This design comes from an exercise in tuning for small area and a short achievable clock period on the open sky130 flow, not from production work. Function was checked by simulation only, so behaviour that the tests miss may differ from the original. Power figures rest on the tool's default switching activity, not on a simulated workload.

==> flow/design.v, too long to show whole: its modules and the start of the top module <==
// module bfp_product_array: 525 lines
// module bfp_adder_tree: 228 lines
// module fp_normalize: 247 lines
// module bfp_dot_product: 60 lines
module bfp_dot_product (
    input  logic                    i_clk,
    input  logic                    i_reset_n,
    input  logic                    i_valid,
    input  logic [(8 + 16 * (3 + 1))-1:0] i_act,
    input  logic [(8 + 16 * (3 + 1))-1:0] i_weight,
    output logic                    o_valid,
    output logic [(1 + 8 + 23)-1:0]        o_result
);
  // ...
==> flow/flow/run.sh <==
#!/bin/bash
# Own layout flow: the standard ORFS flow, with these changes in how the layout is made:
#  - the port buffers are sky130_fd_sc_hd__buf_1 cells (buffer_ports picks a delay cell otherwise);
#  - synthesis skips the generic ABC pass inside Yosys's synth (SYNTH_ARGS=-noabc), so the
#    full adders are extracted from the design's own gates (fewer inverters); the script
#    is still synth_recipe.tcl, so registers keep their names and cell types;
#  - timing repair aims for extra setup slack (SETUP_SLACK_MARGIN), only on the worst endpoints.
# The clock period and constraints are the standard flow's, unchanged.
set -euo pipefail
export BUFFER_PORTS_ARGS="-buffer_cell sky130_fd_sc_hd__buf_1"
export SYNTH_ARGS="-noabc"
export SETUP_SLACK_MARGIN=7.1
export TNS_END_PERCENT=20
export ABC_AREA=1
bash standard.sh > standard.log 2>&1
==> flow/standard.sh <==
#!/bin/bash
# synth_recipe.tcl (not shown) runs the flow's synth.tcl, then flattens the netlist and writes it again
# the make line also repeats each setting of config.mk as NAME=value (left out here)
make -C /OpenROAD-flow-scripts/flow DESIGN_CONFIG=/design/flow/config.mk WORK_HOME=/design/flow/orfs CLKGATE_MAP_FILE= SYNTH_SCRIPT=/design/flow/synth_recipe.tcl "${@:-finish}"
==> flow/config.mk <==
export PLATFORM = sky130hd
export DESIGN_NAME = bfp_dot_product
export DESIGN_NICKNAME = bfp_dot_product
export VERILOG_FILES = /design/flow/design.v
export SDC_FILE = /design/flow/constraint.sdc
export NUM_CORES = 4
export LEC_CHECK = 0
export CAP_MARGIN = 20
export CORE_MARGIN = 2
export CORE_UTILIZATION = 40
export SLEW_MARGIN = 20
==> flow/constraint.sdc <==
create_clock -name core_clock -period 10.5 [get_ports {i_clk}]
set_input_delay 2.1000 -clock core_clock [delete_from_list [all_inputs] [get_ports {i_clk}]]
set_output_delay 2.1000 -clock core_clock [all_outputs]
set_load 0.01 [all_outputs]
==> impl_metrics.toml, run 1 <==
[run_status]
status = "complete, no violations"

[setup_path]
critPathKind = "in -> reg"
crit_path_end = "bfp_product_array_inst.o_r[47]"
critPathMaxStageDelay_ns = 0.60
cpMaxStageDelayCell = "fa_1"
start_kind = "input port"
cp_num_buf_inv = 2
critical_path_arrival_ns = 3.73
cp-end-kind = "register"
rr_endpoint = "s2_cut[7]"
r2r-start = "bfp_product_array_inst.o_r[30]"

[floorplan]
start_util_pct = 40.93
die_w_um = 178.6
dieArea_um2 = 31910

[cells_and_area]
seq_cell_count = 151
final_common_cell = "nand2_1"
nFillCells = 2852
synthToLayoutAreaGrowth_pct = 20.24
instances_no_fill = 2003
stdcell_area_um2 = 14670
multi_input_area_share_pct = 61.01
buffers = 179
nNetsFinal = 1958
seq_share_pct = 20.74

[clock_tree]
post_cts_resize_count = 8
postCtsSetupBuffers = 5

[route]
drtAntennaViolNets = 0
drt_pass1_iterations = 5

[grt]
grt.met3_usage_pct = 2.771

[pwr]
design_power_total_mw = 5.740
power.switching_mw = 2.881
leakage_nw = 7.193

[synthesis]
synth-compound-area-share_pct = 3.426
synth_top_family_by_area = "adder cells"
synth-edff-count = 0

[placed_design]
io_buffers = 165
placed_area_um2 = 13800

[timing]
layout_min_cycle_time_ns = 3.423
finClkSkew_ns = 0.01183
worst_hold_slack_ns = 0.3283

[flow_run]
maxCapViolations = 0
==> run 2, diff against run 1 <==
--- a/flow/flow/run.sh
+++ b/flow/flow/run.sh
@@ -9,7 +9,7 @@
 set -euo pipefail
 export BUFFER_PORTS_ARGS="-buffer_cell sky130_fd_sc_hd__buf_1"
 export SYNTH_ARGS="-noabc"
-export SETUP_SLACK_MARGIN=7.1
-export TNS_END_PERCENT=20
+export SETUP_SLACK_MARGIN=7.0
+export TNS_END_PERCENT=${TNS:-5}
 export ABC_AREA=1
 bash standard.sh > standard.log 2>&1
==> impl_metrics.toml, run 2 <==
[cells_and_area]
diodes = 0
reg_top3 = "bfp_product_array_inst.o_r: 91 flops, s3_res: 21 flops, s2_cut: 17 flops"
stdcell_area_um2 = 14390
synthToLayoutAreaGrowth_pct = 17.97
regMostFlops = "bfp_product_array_inst.o_r"
largest_register_ff_count = 91
nNetsFinal = 1944
final_cell_mix = "nand2_1 (326), inv_1 (216), fa_1 (175)"
final_common_cell = "nand2_1"
drive_gt1_share_pct = 10.07
nFillCells = 2903

[clock_tree]
postCtsSetupBuffers = 0
cts_root_buf = "clkbuf_16"
hold_buffers = 0
htree_levels = 4
cts.sinks = 151
cts_made_buffers = 17
cts_max_path_buffers = 2
path_clk_slew_ns = 0.07
post_cts_resize_count = 0
clock_latency_ns = 0.43
cts_tree = "done"

[min_path]
hold_class = "reg -> reg"
min-delay-start = "bfp_product_array_inst.o_exp[0]"
min_to = "s2_e0[0]"
min_delay_path_depth = 0

[pwr]
ir_drop_mv = 0.2843
power.switching_mw = 2.852
combPwrFrac_pct = 70.4
p_int_mw = 2.837
design_power_total_mw = 5.689
clockPowerShare_pct = 11.2
leakage_nw = 7.047
pwr-share-seq_pct = 18.4
powerDensity_nw_per_um2 = 395.4
switching_share_pct = 50.14

[setup_path]
crit_fanout = 8
reg2reg_slack_ns = 7.09
cp.required_ns = 10.80
cp_num_buf_inv = 2
cp-end-kind = "register"
cpMaxStageDelayCell = "fa_1"
critical_path_arrival_ns = 3.75
startpoint = "i_weight[47]"
path_cells = "buf_1 > inv_1 > or2_4 > nand2_8 > xnor2_2 > fa_1 > fa_1"
crit_family = "adder cells"
r2r-start = "bfp_product_array_inst.o_r[30]"
r2r_cells = 6
rr_endpoint = "s2_cut[7]"
crit_top_cell = "fa_1"
critPathKind = "in -> reg"
critPathMaxStageDelay_ns = 0.58
start_kind = "input port"

[timing]
drv_slew = 0
setup_viol = 0
relSlewSlack_pct = 63.70
fmax_ghz = 0.2903
finClkSkew_ns = 0.01587
worst_hold_slack_ns = 0.3270
rsz0062_at_grt = "true"
worst_pin_slew_ns = 0.5388
fin_setup_tns_ns = 0
finalHoldViolCount = 0
layout_min_cycle_time_ns = 3.445
period_share_pct = 32.81

[synthesis]
synth_common_cells = "nand2_1 (343), inv_1 (216), fa_1 (176)"
synth.ff_latch_count = 151
syn_avg_cell_area_um2 = 8.644
yosysSeqAreaShare_pct = 24.91
synth_warnings = 4
synth_top_area_cell = "fa_1"
netlist_top_cells_area = "fa_1 (29%), dfxtp_1 (24%), nand2_1 (11%)"
synth_most_common_cell = "nand2_1"
synth_cell_types = 52
synth_ff_type = "dfxtp_1"
async_flop_share_pct = 1.987
mappedNetlistArea_um2 = 12200
netlist_instances = 1411
synth-edff-count = 0
yosys.area.top_type_share_pct = 28.89

[floorplan]
die_w_um = 178.6
start_util_pct = 40.93
core_area_um2 = 29800
die_h_um = 178.6
dieArea_um2 = 31910
ioPinCount = 180
rows = 63

[route]
totalWireLength_mm = 31.05
viasPerCell = 4.618
drtIter0Drc = 433
drtAntennaViolNets = 0
drt_pass1_iterations = 7
vias = 9186
drc = 0
wire_per_inst_um = 15.61

[flow_run]
maxCapViolations = 0

[placed_design]
gp_congestion = 0.8693
placed_area_um2 = 13770
io_buffers = 165
hpwl_mm = 27.13

[grt]
grt_pass1_wl_mm = 49.95
grtUsageTotal_pct = 20.87
antenna_found_initial = 0
overflow = 0
grt_pass1_vias = 9629
grt_start_max_net_pins = 17

[run_status]
status = "complete, no violations"
## run 2: cell counts after synthesis
Identical to the previous run, type by type.
## run 2: worst register-to-register path, cell delays in order (launching register included)
cell and delay [ns]:
dfxtp_1 0.35, fa_1 0.48, fa_1 0.51, fa_1 0.52, fa_1 0.47, fa_1 0.50
fa_1 0.53
## run 2: area by class of cell
type / instances / area [um2] / area share [%]
multi-input cells: 1023 / 8776 / 60.99
flip-flops and latches: 151 / 3038 / 21.11
inverters: 228 / 862.1 / 5.991
repair buffers: 165 / 619.3 / 4.304
well taps: 390 / 488.0 / 3.391
clock buffers: 19 / 442.9 / 3.078
clock inverters: 13 / 162.7 / 1.130
## run 2: power groups by stage
| stage | combinational [mW] | clock (mW) | sequential [mW] |
|---|---|---|---|
| final | 4.00 | 0.638 | 1.05 |
| after global routing | 4.70 | 0.675 | 1.07 |
| after CTS | 4.06 | 0.652 | 1.05 |
| after detailed placement | 4.05 | 0 | 1.07 |
| after global placement | 3.98 | 0 | 1.06 |
| after floorplan | 3.10 | 0 | 0.984 |
## run 2: cells by family after synthesis
family                     share of synthesized area (%)
xor gates and xnor gates                           8.525
DFF                                                24.91
adders and majority gates                          32.48
buffers and inverters                              8.248
AOI/OAI and AO/OA                                  3.426
and+or+nand+nor                                    22.38
other                                            0.03075
## run 2: how the worst max path moves through the flow
| stage | endpoint | depth (start not counted) |
|---|---|---|
| final | bfp_product_array_inst.o_r[19] | 7 |
| after global routing | s2_cut[7] | 6 |
| after CTS | bfp_product_array_inst.o_r[8] | 7 |
| after detailed placement | bfp_product_array_inst.o_r[19] | 7 |
| after global placement | bfp_product_array_inst.o_r[19] | 7 |
| after floorplan | bfp_product_array_inst.o_r[10] | 6 |
## run 2: stage by stage
| stage | setup WS (ns) | utilization, % | cells |
|---|---|---|---|
| finish | 7.055 | 48.29 | 1989 |
| global route | 6.988 | 48.29 | 1989 |
| CTS | 7.061 | 48.25 | 1989 |
| detailed placement | 6.600 | 46.22 | 1957 |
| global placement | 6.604 | 46.22 | 1957 |
| floorplan | 6.839 | - | 1424 |
## run 2: per-layer routing
| metal | up-vias | share of wire [%] | track usage, % |
|---|---|---|---|
| met5 | - | 0 | 0 |
| met4 | 0 | 2.9 | 7.317 |
| met1 | 4342 | 42 | 25.25 |
| met3 | 42 | 3.7 | 3.133 |
| met2 | 210 | 52 | 37.63 |
| li1 | 4592 | - | - |
==> run 3, diff against run 2 <==
--- a/flow/flow/run.sh
+++ b/flow/flow/run.sh
@@ -12,4 +12,5 @@
 export SETUP_SLACK_MARGIN=7.0
 export TNS_END_PERCENT=${TNS:-5}
 export ABC_AREA=1
+export CTS_ARGS="-sink_clustering_enable -repair_clock_nets -dont_use_dummy_load"
 bash standard.sh > standard.log 2>&1
==> impl_metrics.toml, run 3 <==
[run_status]
status = "complete, no violations"

[grt]
grt_pass1_vias = 9580
overflow = 0
grt_pass1_wl_mm = 49.70
antenna_found_initial = 0
grtUsageTotal_pct = 20.79
grt_start_max_net_pins = 17

[timing]
fin_setup_tns_ns = 0
period_share_pct = 32.90
drv_slew = 0
finClkSkew_ns = 0.02779
setup_viol = 0
layout_min_cycle_time_ns = 3.454
rsz0062_at_grt = "true"
fmax_ghz = 0.2895
worst_pin_slew_ns = 0.5077
finalHoldViolCount = 0
relSlewSlack_pct = 65.93

[setup_path]
critPathKind = "in -> reg"
cp-end-kind = "register"
cp.required_ns = 10.79
critical_path_arrival_ns = 3.75
crit_fanout = 8
r2r_cells = 6
start_kind = "input port"

[floorplan]
die_w_um = 178.6
start_util_pct = 40.93
core_area_um2 = 29800
die_h_um = 178.6
ioPinCount = 180
dieArea_um2 = 31910
rows = 63

[clock_tree]
cts_root_buf = "clkbuf_16"
cts.sinks = 151
htree_levels = 4
cts_tree = "done"
cts_max_path_buffers = 2
clock_latency_ns = 0.43
cts_made_buffers = 17
path_clk_slew_ns = 0.06
postCtsSetupBuffers = 0

[cells_and_area]
regMostFlops = "bfp_product_array_inst.o_r"
nFillCells = 2914
final_common_cell = "nand2_1"
largest_register_ff_count = 91
reg_top3 = "bfp_product_array_inst.o_r: 91 flops, s3_res: 21 flops, s2_cut: 17 flops"
stdcell_area_um2 = 14210
final_cell_mix = "nand2_1 (326), inv_1 (216), fa_1 (175)"
drive_gt1_share_pct = 9.280
nNetsFinal = 1944
synthToLayoutAreaGrowth_pct = 16.50
fin_util_pct = 47.69
diodes = 0

[synthesis]
synth_cell_types = 52
synth_most_common_cell = "nand2_1"
mappedNetlistArea_um2 = 12200
synth.ff_latch_count = 151
synth_top_area_cell = "fa_1"
synth_warnings = 4
synth_common_cells = "nand2_1 (343), inv_1 (216), fa_1 (176)"
syn_avg_cell_area_um2 = 8.644
yosysSeqAreaShare_pct = 24.91
yosys.area.top_type_share_pct = 28.89
netlist_top_cells_area = "fa_1 (29%), dfxtp_1 (24%), nand2_1 (11%)"
async_flop_share_pct = 1.987
netlist_instances = 1411
synth-edff-count = 0
synth_ff_type = "dfxtp_1"

[route]
wire_per_inst_um = 15.65
totalWireLength_mm = 30.89
viasPerCell = 4.635
wl_met2_mm = 15.94
highest_layer = "met4"
drc = 0
drt_pass1_iterations = 5
drtAntennaViolNets = 0
dr_wl_met3_mm = 1.253
drtIter0Drc = 441
vias = 9150
wl_met1_mm = 12.79

[placed_design]
gp_congestion = 0.8693
hpwl_mm = 27.13
io_buffers = 165
placed_area_um2 = 13770

[pwr]
leakage_nw = 6.965
powerDensity_nw_per_um2 = 390.0
ir_drop_mv = 0.2880

[min_path]
hold_class = "reg -> reg"
min_delay_path_depth = 0

[flow_run]
maxCapViolations = 0
-- run 3: cell families (layout without fill, tap and decap cells) --
logic type                 after synthesis  after routing  share of synthesized area [%]
and+or+nand+nor                        615            615                          22.38
buffers and inverters                  250            410                          8.248
adders and majority gates              211            211                          32.48
DFF                                    151            151                          24.91
xor gates and xnor gates               117            117                          8.525
AOI/OAI and AO/OA                       66             66                          3.426
other                                    1             14                        0.03075
-- run 3: final cells by class --
class / count / area [um2] / share of cell area, %
tap: 390 / 488.0 / 3.434
multi-input combinational: 1023 / 8776 / 61.76
timing repair buffer: 165 / 619.3 / 4.359
sequential: 151 / 3038 / 21.38
clock buffer: 17 / 425.4 / 2.994
inverter: 228 / 862.1 / 6.067
-- run 3: path summary, 6_finish.rpt --
| check | from | endpoint | slack, ns |
|---|---|---|---|
| max | i_weight[19] | bfp_product_array_inst.o_r[8] | 7.05 |
| min | bfp_product_array_inst.o_exp[0] | s2_e0[0] | 0.32 |
| max reg2reg | bfp_product_array_inst.o_r[30] | s2_cut[7] | 7.09 |
| min reg2reg | bfp_product_array_inst.o_exp[0] | s2_e0[0] | 0.32 |
| max in group asynchronous | i_reset_n | o_valid | 8.88 |
| min in group asynchronous | i_reset_n | v1 | 1.47 |
-- run 3: stage by stage --
| step | power [mW] | hold slack [ns] | setup slack, ns | instances |
|---|---|---|---|---|
| 6_report | 5.541 | 0.3198 | 7.046 | 1974 |
| 5_1_grt | 6.302 | 0.3358 | 6.981 | 1974 |
| 4_1_cts | 5.620 | 0.3282 | 7.050 | 1974 |
| 3_5_place_dp | 5.117 | 0.3143 | 6.600 | 1957 |
| 3_3_place_gp | 5.043 | 0.3121 | 6.604 | 1957 |
| 2_1_floorplan | 4.080 | 0.3096 | 6.839 | 1424 |
-- run 3: routing by layer --
layer | vias up | track usage [%]
li1 | 4574 | -
met1 | 4314 | 25.19
met2 | 215 | 37.47
met3 | 47 | 3.325
met4 | 0 | 6.877
met5 | - | 0
-- run 3: timing repair --
item,in CTS,in global routing
hold buffers,0,0
endpoints found under the setup margin,0,7
gates resized for setup,0,3
-- run 3: critical path, cell delays in order --
cell	delay, ns
buf_1	0.07
inv_1	0.04
or2_4	0.25
nand2_8	0.13
xnor2_1	0.17
fa_1	0.50
fa_1	0.48
-- run 3: report_power, final --
| part | switching, mW | internal (mW) | total (mW) |
|---|---|---|---|
| clock | 0.215 | 0.280 | 0.495 |
| sequential | 0.159 | 0.888 | 1.05 |
| combinational | 2.42 | 1.58 | 4.00 |
| total | 2.79 | 2.75 | 5.54 |
==> run 4, diff against run 3 <==
--- a/flow/flow/run.sh
+++ b/flow/flow/run.sh
@@ -4,12 +4,14 @@
 #  - synthesis skips the generic ABC pass inside Yosys's synth (SYNTH_ARGS=-noabc), so the
 #    full adders are extracted from the design's own gates (fewer inverters); the script
 #    is still synth_recipe.tcl, so registers keep their names and cell types;
-#  - timing repair aims for extra setup slack (SETUP_SLACK_MARGIN), only on the worst endpoints.
+#  - timing repair aims for extra setup slack (SETUP_SLACK_MARGIN), only on the worst endpoints;
+#  - ABC maps for area (ABC_AREA=1), leaving speed to the timing repair;
+#  - clock tree synthesis inserts no dummy loads (CTS_ARGS, otherwise ORFS's own arguments).
 # The clock period and constraints are the standard flow's, unchanged.
 set -euo pipefail
 export BUFFER_PORTS_ARGS="-buffer_cell sky130_fd_sc_hd__buf_1"
 export SYNTH_ARGS="-noabc"
-export SETUP_SLACK_MARGIN=7.0
+export SETUP_SLACK_MARGIN=7.15
 export TNS_END_PERCENT=${TNS:-5}
 export ABC_AREA=1
 export CTS_ARGS="-sink_clustering_enable -repair_clock_nets -dont_use_dummy_load"
==> impl_metrics.toml, run 4 <==
[placed_design]
pre_cts_slack_ns = 6.570
io_buffers = 165
hpwl_mm = 27.15
gp_congestion = 0.8721

[synthesis]
netlist_top_cells_area = "fa_1 (29%), dfxtp_1 (24%), nand2_1 (11%)"
synth_most_common_cell = "nand2_1"
yosys.area.top_type_share_pct = 28.89
synth-edff-count = 0
synth_cell_types = 52
netlist_instances = 1411
async_flop_share_pct = 1.987
synth_warnings = 4
synth_common_cells = "nand2_1 (343), inv_1 (216), fa_1 (176)"
yosysSeqAreaShare_pct = 24.91
synth_top_area_cell = "fa_1"
syn_avg_cell_area_um2 = 8.644
synth_ff_type = "dfxtp_1"
synth.ff_latch_count = 151
mappedNetlistArea_um2 = 12200

[setup_path]
reg2reg_slack_ns = 7.09
path_cells = "buf_1 > inv_1 > or2_4 > nand2_8 > xnor2_2 > fa_1 > fa_1"
critical_path_arrival_ns = 3.73
r2r-start = "bfp_product_array_inst.o_r[40]"
critPathMaxStageDelay_ns = 0.61
cp-end-kind = "register"
crit_top_cell = "fa_1"
critPathKind = "in -> reg"
cpMaxStageDelayCell = "fa_1"
start_kind = "input port"
rr_endpoint = "s2_cut[7]"
cp.required_ns = 10.78
crit_fanout = 8
startpoint = "i_weight[35]"
crit_family = "adder cells"
r2r_cells = 6
cp_num_buf_inv = 2

[grt]
grt.met3_usage_pct = 2.899
grt_pass1_wl_mm = 49.47
antenna_found_initial = 0
grt.busiest_layer = "met2"
use_met2_pct = 37.95
globalRouteMet1Util_pct = 24.67
grt_pass1_vias = 9638
grtUsageTotal_pct = 20.72
overflow = 0
grt_start_max_net_pins = 17

[pwr]
switching_share_pct = 50.26
combPwrFrac_pct = 72.7
ir_drop_mv = 0.3090
powerDensity_nw_per_um2 = 393.9
design_power_total_mw = 5.637
leakage_nw = 6.996
clockPowerShare_pct = 8.7
pwr-share-seq_pct = 18.6
power.switching_mw = 2.833
p_int_mw = 2.804

[timing]
fin_setup_tns_ns = 0
relSlewSlack_pct = 64.09
finClkSkew_ns = 0.03225
fin_ws_ns = 7.044
drv_slew = 0
finalHoldViolCount = 0
layout_min_cycle_time_ns = 3.456
setup_viol = 0
period_share_pct = 32.91
worst_pin_slew_ns = 0.5350
fmax_ghz = 0.2894
worst_hold_slack_ns = 0.3262
rsz0062_at_grt = "true"

[floorplan]
die_h_um = 178.6
core_area_um2 = 29800
die_w_um = 178.6
start_util_pct = 40.93
dieArea_um2 = 31910
ioPinCount = 180
rows = 63

[cells_and_area]
regMostFlops = "bfp_product_array_inst.o_r"
nFillCells = 2889
regArea_um2 = 3042
final_cell_mix = "nand2_1 (326), inv_1 (216), fa_1 (166)"
fin_util_pct = 48.03
drive_gt1_share_pct = 10.64
synthToLayoutAreaGrowth_pct = 17.34
diodes = 0
reg_top3 = "bfp_product_array_inst.o_r: 91 flops, s3_res: 21 flops, s2_cut: 17 flops"
final_common_cell = "nand2_1"
nNetsFinal = 1948
largest_register_ff_count = 91
multi_input_area_um2 = 8845

[route]
drt_pass1_iterations = 5
vias = 9216
drtIter0Drc = 455
totalWireLength_mm = 31.11
wire_per_inst_um = 15.73
viasPerCell = 4.659
drc = 0
drtAntennaViolNets = 0

[clock_tree]
path_clk_slew_ns = 0.05
cts_tree = "done"
hold_buffers = 0
clock_latency_ns = 0.43
cts.sinks = 151
cts_made_buffers = 17
cts_max_path_buffers = 2
htree_levels = 4
cts_root_buf = "clkbuf_16"

[run_status]
status = "complete, no violations"

[flow_run]
maxCapViolations = 0

[min_path]
min-delay-start = "bfp_product_array_inst.o_exp[0]"
min_to = "s2_e0[0]"
min_delay_path_depth = 0
hold_class = "reg -> reg"
run 4: changes by cell type in the layout (fill, tap and decap cells not counted), sizes merged:
cell / delta
buf: +4
run 4: worst max path at each step:
stage | end | slack [ns] | cells after the start
finish | bfp_product_array_inst.o_r[48] | 7.04 | 7
global placement | bfp_product_array_inst.o_r[19] | 6.60 | 7
floorplan | bfp_product_array_inst.o_r[10] | 6.84 | 6
global route | bfp_product_array_inst.o_r[48] | 6.98 | 7
detailed placement | bfp_product_array_inst.o_r[48] | 6.57 | 7
CTS | bfp_product_array_inst.o_r[48] | 7.05 | 7
run 4: layout make-up:
type / instances / share of cell area (%)
Sequential cell: 151 / 21.25
Tap cell: 390 / 3.410
Multi-Input combinational cell: 1023 / 61.80
Inverter: 228 / 6.024
Timing Repair Buffer: 169 / 4.538
Clock buffer: 17 / 2.973
run 4: logic make-up after synthesis:
logic type               after synthesis  share of synthesized area (%)
XOR/XNOR                             117                          8.525
AND/OR/NAND/NOR                      615                          22.38
flip-flops                           151                          24.91
buffers and inverters                250                          8.248
AO/OA/AOI/OAI                         66                          3.426
other                                  1                        0.03075
adder cells (fa/ha/maj)              211                          32.48
run 4: per-stage QoR:
| step | instances | cell area [um2] |
|---|---|---|
| after floorplan | 1424 | 12810 |
| after global placement | 1957 | 13770 |
| after detailed placement | 1957 | 13770 |
| after CTS | 1975 | 14220 |
| after global routing | 1978 | 14310 |
| final | 1978 | 14310 |
run 4: what timing repair did:
| action | CTS | global route |
|---|---|---|
| pin swaps | 8 | 11 |
| gates resized for setup | 5 | 18 |
| setup buffers | 1 | 3 |
| hold endpoints to repair | 0 | 0 |
| setup endpoints to repair | 36 | 73 |
run 4: layer usage:
layer	vias to the layer above	wire, um
met4	0	922
li1	4602	-
met3	48	922
met5	-	0
met2	203	16420
met1	4363	12840
run 4: power by group through the flow:
stage	clock [mW]	combinational [mW]	sequential (mW)
global route	0.526	4.76	1.07
CTS	0.502	4.07	1.05
floorplan	0	3.10	0.984
global placement	0	3.98	1.06
finish	0.492	4.10	1.05
detailed placement	0	4.06	1.06
==> run 5, diff against run 4 <==
--- a/flow/flow/run.sh
+++ b/flow/flow/run.sh
@@ -11,7 +11,7 @@
 set -euo pipefail
 export BUFFER_PORTS_ARGS="-buffer_cell sky130_fd_sc_hd__buf_1"
 export SYNTH_ARGS="-noabc"
-export SETUP_SLACK_MARGIN=7.15
+export SETUP_SLACK_MARGIN=7.0
 export TNS_END_PERCENT=${TNS:-5}
 export ABC_AREA=1
 export CTS_ARGS="-sink_clustering_enable -repair_clock_nets -dont_use_dummy_load"
==> impl_metrics.toml, run 5 <==
[grt]
grt_pass1_wl_mm = 49.70
grt_start_max_net_pins = 17
overflow = 0
grt_pass1_vias = 9580
antenna_found_initial = 0
grtUsageTotal_pct = 20.79

[setup_path]
cp_num_buf_inv = 2
cp.required_ns = 10.79
path_cells = "buf_1 > inv_1 > or2_4 > nand2_8 > xnor2_1 > fa_1 > fa_1"
startpoint = "i_weight[19]"
start_kind = "input port"
critPathKind = "in -> reg"
cp-end-kind = "register"
r2r_cells = 6
crit_cells = 7
crit_family = "adder cells"
crit_top_cell = "fa_1"
r2r-start = "bfp_product_array_inst.o_r[30]"
rr_endpoint = "s2_cut[7]"
critPathMaxStageDelay_ns = 0.50
critical_path_arrival_ns = 3.75
cpMaxStageDelayCell = "fa_1"
reg2reg_slack_ns = 7.09
crit_path_end = "bfp_product_array_inst.o_r[8]"
crit_fanout = 8

[route]
drt_pass1_iterations = 5
drtAntennaViolNets = 0
vias = 9150
totalWireLength_mm = 30.89
viasPerCell = 4.635
wire_per_inst_um = 15.65
drtIter0Drc = 441
drc = 0

[synthesis]
synth_cell_types = 52
synth-edff-count = 0
synth_warnings = 4
muxShareOfSynthArea_pct = 0
yosysSeqAreaShare_pct = 24.91
syn_avg_cell_area_um2 = 8.644
synth_top_family_by_area = "adder cells"
mappedNetlistArea_um2 = 12200
yosys.area.top_type_share_pct = 28.89
synth-simple-area-share_pct = 22.38
netlist_instances = 1411
synthXorXnorAreaFrac_pct = 8.525
synth_most_common_cell = "nand2_1"
synth_top_area_cell = "fa_1"
synth_common_cells = "nand2_1 (343), inv_1 (216), fa_1 (176)"
netlist_top_cells_area = "fa_1 (29%), dfxtp_1 (24%), nand2_1 (11%)"
synth.ff_latch_count = 151
synth_ff_type = "dfxtp_1"
synthAdderAreaFrac_pct = 32.48
synth-compound-area-share_pct = 3.426
async_flop_share_pct = 1.987

[cells_and_area]
reg_top3 = "bfp_product_array_inst.o_r: 91 flops, s3_res: 21 flops, s2_cut: 17 flops"
regMostFlops = "bfp_product_array_inst.o_r"
final_cell_mix = "nand2_1 (326), inv_1 (216), fa_1 (175)"
nNetsFinal = 1944
final_common_cell = "nand2_1"
synthToLayoutAreaGrowth_pct = 16.50
stdcell_area_um2 = 14210
largest_register_ff_count = 91
nFillCells = 2914
drive_gt1_share_pct = 9.280
diodes = 0
instances_no_fill = 1974

[placed_design]
gp_congestion = 0.8693
placed_cells = 1957
placed_area_um2 = 13770
hpwl_mm = 27.13
io_buffers = 165

[floorplan]
die_h_um = 178.6
die_w_um = 178.6
start_util_pct = 40.93
core_area_um2 = 29800
rows = 63
ioPinCount = 180
dieArea_um2 = 31910

[timing]
relSlewSlack_pct = 65.93
layout_min_cycle_time_ns = 3.454
worst_pin_slew_ns = 0.5077
period_share_pct = 32.90
fin_setup_tns_ns = 0
setup_viol = 0
finClkSkew_ns = 0.02779
fmax_ghz = 0.2895
rsz0062_at_grt = "true"
drv_slew = 0
finalHoldViolCount = 0

[clock_tree]
cts_made_buffers = 17
htree_levels = 4
cts_root_buf = "clkbuf_16"
cts.sinks = 151
cts_tree = "done"
clock_latency_ns = 0.43
cts_max_path_buffers = 2
path_clk_slew_ns = 0.06

[flow_run]
maxCapViolations = 0

[run_status]
status = "complete, no violations"

[pwr]
ir_drop_mv = 0.2880
powerDensity_nw_per_um2 = 390.0
leakage_nw = 6.965

[min_path]
hold_class = "reg -> reg"
## run 5: timing repair
item,CTS,global route
setup endpoints to repair,0,7
setup buffers,0,0
hold buffers,0,0
gates resized for setup,0,3
## run 5: per-layer routing
layer / part of all wire (%) / global-route usage (%)
met5: 0 / 0
met4: 3.0 / 6.877
met3: 4.1 / 3.325
met2: 52 / 37.47
met1: 41 / 25.19
## run 5: worst register-to-register path, stage by stage, from the launching register on
cell	delay, ns
dfxtp_1	0.34
fa_1	0.48
fa_1	0.51
fa_1	0.52
fa_1	0.47
fa_1	0.50
fa_1	0.47
## run 5: how the worst min path moves through the flow
stage / from / to / cells past startpoint
after floorplan: bfp_product_array_inst.o_r[0] / s2_cut[0] / 0
after detailed placement: bfp_product_array_inst.o_exp[0] / s2_e0[0] / 0
after CTS: bfp_product_array_inst.o_r[1] / s2_cut[1] / 0
after global routing: bfp_product_array_inst.o_exp[0] / s2_e0[0] / 0
after global placement: bfp_product_array_inst.o_r[0] / s2_cut[0] / 0
final: bfp_product_array_inst.o_exp[0] / s2_e0[0] / 0
## run 5: kinds of logic (layout without fill, tap and decap cells)
logic type	after synthesis	after routing
XOR/XNOR	117	117
flip-flops	151	151
other	1	14
AND/OR/NAND/NOR	615	615
AO/OA/AOI/OAI	66	66
adder cells (fa/ha/maj)	211	211
buffers and inverters	250	410
## run 5: report_power, final
group          switching, mW  internal, mW  total (mW)
Combinational           2.42          1.58        4.00
Sequential             0.159         0.888        1.05
Clock                  0.215         0.280       0.495
Total                   2.79          2.75        5.54
## run 5: layout make-up
class / instances / area (um2) / area share, %
flip-flops and latches: 151 / 3038 / 21.38
clock buffers: 17 / 425.4 / 2.994
repair buffers: 165 / 619.3 / 4.359
multi-input cells: 1023 / 8776 / 61.76
inverters: 228 / 862.1 / 6.067
well taps: 390 / 488.0 / 3.434
## run 5: stage by stage
step	worst slack [ns]	hold slack (ns)	utilization, %	power, mW
after floorplan	6.839	0.3096	-	4.080
after global placement	6.604	0.3121	46.22	5.043
after detailed placement	6.600	0.3143	46.22	5.117
after CTS	7.050	0.3282	47.64	5.620
after global routing	6.981	0.3358	47.69	6.302
final	7.046	0.3198	47.69	5.541

==> separate check: timing with driven ports <==
How much do the figures lean on ideal ports? The routed layouts below were timed once more, with nothing changed but the port constraints. Step 1, drivers: a clkbuf_16 drives i_clk and a buf_2 each remaining input, both assumed. Step 2 moves the port delays by t, midway between the first and last clock arrival at a register: inputs arrive t later, outputs are due t later. That takes back most of the time a late clock gives input paths. Slacks: ideal / step 1 / step 2; pairs: ideal / step 1.
run	t (ns)	slack for setup (ns)	worst setup path after step 2	latest minus earliest clock arrival (ns)	pins driven straight from the clock port
run 1	0.479	7.077 / 7.107 / 6.628	input to register	0.012 / 0.012	1
run 2	0.471	7.055 / 7.079 / 6.608	input to register	0.016 / 0.016	1
run 3	0.463	7.046 / 7.069 / 6.606	input to register	0.028 / 0.028	1
run 4	0.468	7.044 / 7.072 / 6.604	input to register	0.035 / 0.034	1
run 5	0.463	7.046 / 7.069 / 6.606	input to register	0.028 / 0.028	1
After both steps setup and hold are still met in every run listed. For run 1, which loses most, drivers alone change the setup slack by +0.030 ns; drivers and shift together by -0.449 ns.
